Source: an optimization exercise on an open RTL-to-GDS flow (aim: a short achievable clock period and few clock cycles). Production flows keep margins and buffers that such runs may drop.
Only simulation tests tie the RTL to the original design; equivalence was not proved.
No activity file was given, so power comes from the tool's default toggle rates.

==> module subtractStage, before the edit <==
module subtractStage
(
	input  logic                     CLK,
	input  logic                     RSTB,
	input  logic                     hostImemSetup,  
	input  logic [5:0]               hostIdx,
	input  logic [pipePkg::CW_W-1:0] hostWord,
	input  logic                     imemWe,         
	input  logic [pipePkg::CW_W-1:0] fetchWord,      
	output logic [5:0]               fetchIdx,       
	output logic                     pDone,          
	output logic                     tChange,        
	output logic [16*4-1:0]          tSrc,
	output logic [16*4-1:0]          tSrcNext,
	output logic [16*pipePkg::OFF_W-1:0] tOff
);
	localparam int OW = pipePkg::OFF_W;
	typedef enum logic [2:0] {S_IDLE, S_F1, S_F2, S_F3, S_A1, S_HOSTW} stT;
	stT           st;
	logic [6:0]   p;
	logic [pipePkg::CW_W-1:0] cw;
	logic [5:0]   cwIdx;
	logic         cwWr;
	logic         cwSub;
	logic         cwAdd;
	logic [3:0]   cwRa;
	logic [3:0]   cwXa;
	logic         idxZero;    
	logic         idxEqP;
	logic         idxLtP;
	logic         fwdHit;     
	logic         fwdZero;    
	logic [3:0]   baseHSrc;   
	logic [OW-1:0] baseHOff;  
	logic [3:0]   baseBSrc;   
	logic [OW-1:0] baseBOff;
	logic [15:0]  tWe;        
	logic         accept;
	logic         restart;
	logic         a2V;
	logic [3:0]   a2Src;
	logic [OW-1:0] a2Off;
	logic [OW-1:0] a2C;
	logic         a2Wr;
	logic [3:0]   a2Ra;
	logic         a2Zero;
	logic [15:0]  a2OH;        
	logic         bV;
	logic [3:0]   bSrc;
	logic [OW-1:0] bOff;
	logic         bWr;
	logic [3:0]   bRa;
	logic         bZero;
	logic [15:0]  bOH;
	logic [OW-1:0] cOff;
	logic [OW-1:0] a2Sum;
	assign {cwWr, cwSub, cwAdd, cwRa, cwXa} = cw;
	assign pDone    = p[6] & ~a2V & ~bV;
	always_comb
		for (int i = 0; i < 16; i++)
			tSrcNext[i*4 +: 4] = tWe[i] ? (bOH[i] ? bSrc : 4'(i)) : tSrc[i*4 +: 4];
	assign tChange  = bV;
	assign accept  = ((st == S_HOSTW) && imemWe && (idxEqP || idxZero))
		|| ((st == S_A1) && !hostImemSetup);
	assign restart = (st == S_HOSTW) && imemWe && idxLtP && !idxZero;
	always_comb
	begin
		case ({cwSub, cwAdd})
			2'b10:   cOff = OW'(-3);
			2'b01:   cOff = OW'(4);
			2'b11:   cOff = OW'(1);
			default: cOff = '0;
		endcase
	end
	addStage #(.W(OW)) u_add (.a(a2Off), .b(a2C), .cin(1'b0), .sum(a2Sum), .cout());
	always_ff @(posedge CLK or negedge RSTB)
	begin
		if (!RSTB)
		begin
			st  <= S_IDLE;
			p   <= '0;
			a2V <= 1'b0;
			bV  <= 1'b0;
		end
		else
		begin
			if (accept)
				p <= {1'b0, cwIdx} + 7'd1;
			else if (restart)
				p <= '0;
			a2V <= accept;
			bV  <= a2V;
			if (hostImemSetup)
				st <= S_HOSTW;
			else
			begin
				case (st)
					S_IDLE:  st <= (!p[6] && !a2V && !bV) ? S_F1 : S_IDLE;
					S_F1:    st <= S_F2;
					S_F2:    st <= S_F3;
					S_F3:    st <= S_A1;
					default: st <= S_IDLE;
				endcase
			end
		end
	end
	always_ff @(posedge CLK)
	begin
		if (st == S_IDLE)
			fetchIdx <= p[5:0];
		if (hostImemSetup)
		begin
			cw      <= hostWord;
			cwIdx   <= hostIdx;
			idxZero <= (hostIdx == 6'd0);
			idxEqP  <= ({1'b0, hostIdx} == p);
			idxLtP  <= ({1'b0, hostIdx} < p);
			fwdHit  <= a2V & a2Wr & (a2Ra == hostWord[3:0]);
			fwdZero <= a2V & a2Zero;
		end
		else if (st == S_F2)
		begin
			cw      <= fetchWord;
			cwIdx   <= fetchIdx;
			idxZero <= (fetchIdx == 6'd0);
			idxEqP  <= 1'b1;
			idxLtP  <= 1'b0;
		end
		else if (st == S_F3)
		begin
			fwdHit  <= a2V & a2Wr & (a2Ra == cwXa);
			fwdZero <= a2V & a2Zero;
		end
		if (bV && bOH[hostWord[3:0]])
		begin
			baseHSrc <= bSrc;
			baseHOff <= bOff;
		end
		else if (bV && bZero)
		begin
			baseHSrc <= hostWord[3:0];
			baseHOff <= '0;
		end
		else
		begin
			baseHSrc <= tSrc[hostWord[3:0]*4 +: 4];
			baseHOff <= tOff[hostWord[3:0]*OW +: OW];
		end
		baseBSrc <= tSrc[cwXa*4 +: 4];
		baseBOff <= tOff[cwXa*OW +: OW];
		if (idxZero)
		begin
			a2Src <= cwXa;
			a2Off <= '0;
		end
		else if (fwdHit)
		begin
			a2Src <= bSrc;
			a2Off <= bOff;
		end
		else if (fwdZero)
		begin
			a2Src <= cwXa;
			a2Off <= '0;
		end
		else if (st == S_HOSTW)
		begin
			a2Src <= baseHSrc;
			a2Off <= baseHOff;
		end
		else
		begin
			a2Src <= baseBSrc;
			a2Off <= baseBOff;
		end
		a2C    <= cOff;
		a2Wr   <= cwWr;
		a2Ra   <= cwRa;
		a2Zero <= idxZero;
		for (int i = 0; i < 16; i++)
			a2OH[i] <= cwWr & (cwRa == 4'(i));
		bSrc  <= a2Src;
		bOff  <= a2Sum;
		bWr   <= a2Wr;
		bRa   <= a2Ra;
		bZero <= a2Zero;
		bOH   <= a2OH;
		tWe   <= {16{a2V}} & (a2OH | {16{a2Zero}});
		for (int i = 0; i < 16; i++)
		begin
			if (tWe[i])
			begin
				tSrc[i*4 +: 4]   <= bOH[i] ? bSrc : 4'(i);
				tOff[i*OW +: OW] <= bOH[i] ? bOff : '0;
			end
		end
	end
endmodule
export LEC_CHECK = 0
export ABC_CLOCK_PERIOD_IN_PS = 1800
export CAP_MARGIN = 20
export CORE_MARGIN = 2
export CORE_UTILIZATION = 62
export CTS_BUF_LIST = sky130_fd_sc_hd__clkbuf_16
export CTS_CLUSTER_DIAMETER = 60
export CTS_CLUSTER_SIZE = 24
export SETUP_SLACK_MARGIN = 2.1
export SLEW_MARGIN = 20
export TNS_END_PERCENT = 100
create_clock -name core_clock -period 4.0 [get_ports {CLK}]
standard.sh (not shown) runs the stock make flow with config.mk's settings and CLKGATE_MAP_FILE= SYNTH_SCRIPT=/design/flow/synth_recipe.tcl, a recipe that flattens the netlist after the stock synthesis.
==> flow/flow/run.sh <==
#!/bin/bash
# Layout flow: the standard flow, with two changes after synthesis.
#  - Port buffers are buf_4 cells (buffer_ports otherwise picks a delay cell).
#  - Timing repair may resize a cell into another footprint, so those port
#    buffers and other cells can be swapped for faster ones.
# Synthesis is the standard one, run unchanged.
set -o pipefail

bash standard.sh synth > synth.log 2>&1 || { echo "synthesis failed"; exit 1; }

sed -e 's|"\${@:-finish}"|MATCH_CELL_FOOTPRINT=0 BUFFER_PORTS_ARGS="-buffer_cell sky130_fd_sc_hd__buf_4" "${@:-finish}"|' standard.sh > layout.sh
grep -q 'MATCH_CELL_FOOTPRINT=0' layout.sh || { echo "could not set the layout options"; exit 1; }

bash layout.sh > layout.log 2>&1 || { echo "layout failed"; exit 1; }
Testbench counts at the start, summed over its fixed seeds: cycles 10,816.
Edit:
--- a/flow/design.v
+++ b/flow/design.v
@@ -451,8 +451,21 @@
 			baseHSrc <= tSrc[hostWord[3:0]*4 +: 4];
 			baseHOff <= tOff[hostWord[3:0]*OW +: OW];
 		end
-		baseBSrc <= tSrc[cwXa*4 +: 4];
-		baseBOff <= tOff[cwXa*OW +: OW];
+		if (bV && bOH[cwXa])
+		begin
+			baseBSrc <= bSrc;
+			baseBOff <= bOff;
+		end
+		else if (bV && bZero)
+		begin
+			baseBSrc <= cwXa;
+			baseBOff <= '0;
+		end
+		else
+		begin
+			baseBSrc <= tSrc[cwXa*4 +: 4];
+			baseBOff <= tOff[cwXa*OW +: OW];
+		end
 		if (idxZero)
 		begin
 			a2Src <= cwXa;
Result: The changed run ran to the end with no violations; sequential share of layout area fell by 0.93 points; via count rose by 1.0%; power rose by 3.3%; critical path depth fell by 3; synthesized area rose by 0.47%; combinational power rose by about 8%; die area rose by 0.46%; count of clock-buffer cells in the layout rose by 6; synthesized cell count rose by 0.77%; routed wire length rose by 1.7%; cell area rose by 1.6%; non-clock buffer count rose by 44.
Testbench counts after the change, summed over its fixed seeds: cycles 10,816.

[afterwards: timing with drivers on the ports]
No port has a modelled driver above. Below, the same layouts with a new extraction and two added sets of constraints. Step 1 sets driving cells, clkbuf_16 on the clock port and buf_2 on the other inputs (assumed; they add their load-dependent delay and slew). Step 2, shift: input delay + t, output delay - t, t = (earliest + latest rising clock arrival at the registers) / 2. This alone moves slack from input paths to output paths. Three values: no drivers, after step 1, after step 2; two values: the first two.
run | t, ns | slack for setup (ns) | hold slack, ns | clock arrival spread, ns
the first run | 0.867 | 1.825 / 1.811 / 1.118 | 0.097 / 0.054 / 0.321 | 0.048 / 0.047
the second run | 0.879 | 1.791 / 1.784 / 1.157 | 0.017 / -0.048 / 0.316 | 0.036 / 0.036
After both steps setup and hold are still met in every run listed. The setup slack of the first run, which loses most, moves by -0.014 ns with the drivers and by -0.707 ns with both steps.
